This is an optimization exercise on Yosys and OpenROAD, whose aim is small area, not a production implementation. The RTL was checked by simulation tests, not by an equivalence proof against the original design. Power and IR drop assume default switching activity.

==> flow/design.v (excerpt) <==
module regfile_mp
#(
    parameter int unsigned DATA_W   = DEF_DATA_W,
    parameter int unsigned NUM_REGS = DEF_NUM_REGS,
    parameter int unsigned NUM_RD   = DEF_NUM_RD,
    parameter int unsigned NUM_WR   = DEF_NUM_WR,
    parameter bit          BYPASS   = 1'b1,
    parameter bit          ZERO_REG = 1'b1,
    localparam int unsigned AW      = (NUM_REGS > 2) ? $clog2(NUM_REGS) : 1
) (
    input  logic                           i_clk,
    input  logic                           i_reset_n,
    input  logic [NUM_RD-1:0][AW-1:0]      i_rs_addr,
    output logic [NUM_RD-1:0][DATA_W-1:0]  o_rs_data,
    output logic [NUM_RD-1:0]              o_rs_busy,
    input  logic [NUM_WR-1:0][AW-1:0]      i_rd_addr,
    input  logic [NUM_WR-1:0][DATA_W-1:0]  i_rd_data,
    input  logic [NUM_WR-1:0]              i_rd_wren,
    input  logic                           i_alloc_en,
    input  logic [AW-1:0]                  i_alloc_addr,
    input  logic                           i_clr_req,
    output logic                           o_clr_busy
);
For scale: roughly 0.046 sq mm of cells after synthesis.
export LEC_CHECK = 0
export CAP_MARGIN = 20
export CORE_MARGIN = 2
export CORE_UTILIZATION = 35
export CTS_BUF_LIST = sky130_fd_sc_hd__clkbuf_4
export PLACE_DENSITY = 0.5
export SETUP_SLACK_MARGIN = 0.2
export SLEW_MARGIN = 20
export SYNTH_HIERARCHICAL = 1
export SYNTH_MINIMUM_KEEP_SIZE = 0
create_clock -name core_clock -period 7.0 [get_ports {i_clk}]
standard.sh (not shown) runs the stock make flow with config.mk's settings and CLKGATE_MAP_FILE= SYNTH_SCRIPT=/design/flow/synth_recipe.tcl, a recipe that flattens the netlist after the stock synthesis.
==> flow/flow/run.sh <==
#!/bin/bash
# Standard layout with two changes: ports are buffered with the smallest buffer, and clock tree
# synthesis inserts no dummy loads.
set -euo pipefail
bash standard.sh \
  "BUFFER_PORTS_ARGS=-buffer_cell sky130_fd_sc_hd__buf_1" \
  "CTS_ARGS=-sink_clustering_enable -repair_clock_nets -dont_use_dummy_load" \
  finish > standard_flow.log 2>&1
Rerun with:
==> flow/flow/run.sh (replaced) <==
#!/bin/bash
# Standard layout with two changes: ports are buffered with the smallest buffer, and clock tree
# synthesis builds the tree from clkbuf_8 cells in clusters of at most 16 sinks and 60 um, with
# no dummy loads.
set -euo pipefail
bash standard.sh \
  "BUFFER_PORTS_ARGS=-buffer_cell sky130_fd_sc_hd__buf_1" \
  "CTS_ARGS=-sink_clustering_enable -repair_clock_nets -dont_use_dummy_load -buf_list sky130_fd_sc_hd__clkbuf_8 -sink_clustering_size 16 -sink_clustering_max_diameter 60" \
  finish > standard_flow.log 2>&1
- CELL_PAD_IN_SITES_DETAIL_PLACEMENT: not set -> 1
- CELL_PAD_IN_SITES_GLOBAL_PLACEMENT: not set -> 1
Result: The changed run finished with timing, DRC and antenna clean; cell area drops by a few percent; global-route usage came out higher by 3.0 points; total power shrinks by roughly a tenth; sequential share of layout area went up by 1.2 points; count of clock-buffer cells in the layout drops by 7; setup slack gains 0.058 ns; final cell count decreases slightly; maximum frequency is higher slightly; routed wire length grows by a few percent; area after synthesis does not change.
Rerun with:
==> flow/flow/run.sh (replaced) <==
#!/bin/bash
# Standard layout with two changes: ports are buffered with the smallest buffer, and clock tree
# synthesis inserts no dummy loads.
set -euo pipefail
bash standard.sh \
  "BUFFER_PORTS_ARGS=-buffer_cell sky130_fd_sc_hd__buf_1" \
  "CTS_ARGS=-sink_clustering_enable -repair_clock_nets -dont_use_dummy_load" \
  finish > standard_flow.log 2>&1
After rerunning: Final area rose by 2.7%; sequential cell count does not change; setup slack degrades by 0.059 ns; core utilization climbs by 1.1 points.

========
Another version of the RTL of regfile_mp (not shown whole).
Size in the first run: roughly 4,000 cells after synthesis.
export LEC_CHECK = 0
export CAP_MARGIN = 20
export CELL_PAD_IN_SITES_DETAIL_PLACEMENT = 1
export CELL_PAD_IN_SITES_GLOBAL_PLACEMENT = 1
export CORE_MARGIN = 2
export CORE_UTILIZATION = 42
export PLACE_DENSITY = 0.55
export SETUP_SLACK_MARGIN = 0.35
export SLEW_MARGIN = 20
export SYNTH_HIERARCHICAL = 1
export SYNTH_MINIMUM_KEEP_SIZE = 0
create_clock -name core_clock -period 7.0 [get_ports {i_clk}]
==> flow/flow/run.sh <==
#!/bin/bash
# Standard layout with two changes: ports are buffered with the smallest buffer, and clock tree
# synthesis builds the tree from clkbuf_8 cells in clusters of at most 14 sinks and 80 um, with
# no dummy loads.
set -euo pipefail
bash standard.sh \
  "BUFFER_PORTS_ARGS=-buffer_cell sky130_fd_sc_hd__buf_1" \
  "CTS_ARGS=-sink_clustering_enable -repair_clock_nets -dont_use_dummy_load -buf_list sky130_fd_sc_hd__clkbuf_8 -sink_clustering_size 14 -sink_clustering_max_diameter 80" \
  finish > standard_flow.log 2>&1
Change:
==> flow/flow/run.sh (replaced) <==
#!/bin/bash
# Standard layout with two changes: ports are buffered with the smallest buffer, and clock tree
# synthesis builds the tree from clkbuf_8 cells in clusters of at most 16 sinks and 60 um, with
# no dummy loads.
set -euo pipefail
bash standard.sh \
  "BUFFER_PORTS_ARGS=-buffer_cell sky130_fd_sc_hd__buf_1" \
  "CTS_ARGS=-sink_clustering_enable -repair_clock_nets -dont_use_dummy_load -buf_list sky130_fd_sc_hd__clkbuf_8 -sink_clustering_size 16 -sink_clustering_max_diameter 60" \
  finish > standard_flow.log 2>&1
Settings changed: CORE_UTILIZATION 42 to 35, CTS_BUF_LIST set to sky130_fd_sc_hd__clkbuf_4, PLACE_DENSITY 0.55 to 0.5, SETUP_SLACK_MARGIN 0.35 to 0.2.
After rerunning: The new run ran to the end with no violations. Utilization came out lower by 7.4 points. Synthesized area stays the same. Cell count went up by 6.8%.
Change:
==> flow/flow/run.sh (replaced) <==
#!/bin/bash
# Standard layout with two changes: ports are buffered with the smallest buffer, and clock tree
# synthesis builds the tree from clkbuf_8 cells in clusters of at most 14 sinks and 80 um, with
# no dummy loads.
set -euo pipefail
bash standard.sh \
  "BUFFER_PORTS_ARGS=-buffer_cell sky130_fd_sc_hd__buf_1" \
  "CTS_ARGS=-sink_clustering_enable -repair_clock_nets -dont_use_dummy_load -buf_list sky130_fd_sc_hd__clkbuf_8 -sink_clustering_size 14 -sink_clustering_max_diameter 80" \
  finish > standard_flow.log 2>&1
Settings changed: CTS_BUF_LIST sky130_fd_sc_hd__clkbuf_4 to unset.
Design area drops by 0.54%.
Cell count drops by 0.41%.
Combinational power is about the same.
Setup slack got worse by 0.087 ns.
Area after synthesis is unchanged.
Power drops by 2.3%.
Non-clock buffer count does not change.
Global-route usage stays flat.

==> port drivers added, routing unchanged <==
Ports are ideal in the flow. The routed layouts listed here were re-timed in OpenROAD.
Step 1 (the two cells are an assumption about what drives the block):
set clk [get_ports {i_clk}]
set_driving_cell -lib_cell sky130_fd_sc_hd__clkbuf_16 $clk
set_driving_cell -lib_cell sky130_fd_sc_hd__buf_2 [delete_from_list [all_inputs] $clk]
Step 2, shift: input delay + t, output delay - t, t = (earliest + latest rising clock arrival at the registers) / 2. This alone moves slack from input paths to output paths.
Slacks: ideal ports / drivers / drivers and shift; pairs: ideal ports / drivers.
run	t, ns	setup slack, ns	hold WS [ns]
the first run of note 1	0.812	0.135 / 0.109 / 0.109	0.433 / 0.376 / 0.492
the second run of note 1	0.914	0.193 / 0.169 / 0.169	0.502 / 0.502 / 0.502
the third run of note 1	0.817	0.135 / 0.110 / 0.110	0.499 / 0.499 / 0.499
the first run of note 2	0.859	0.341 / 0.320 / 0.320	0.501 / 0.501 / 0.501
the second run of note 2	0.934	0.190 / 0.150 / 0.150	0.445 / 0.390 / 0.498
the third run of note 2	0.914	0.102 / 0.078 / 0.078	0.490 / 0.429 / 0.503
After both steps every run listed still meets setup and hold. For the second run of note 2, which loses most, drivers alone change the setup slack by -0.040 ns; drivers and shift together by -0.040 ns.
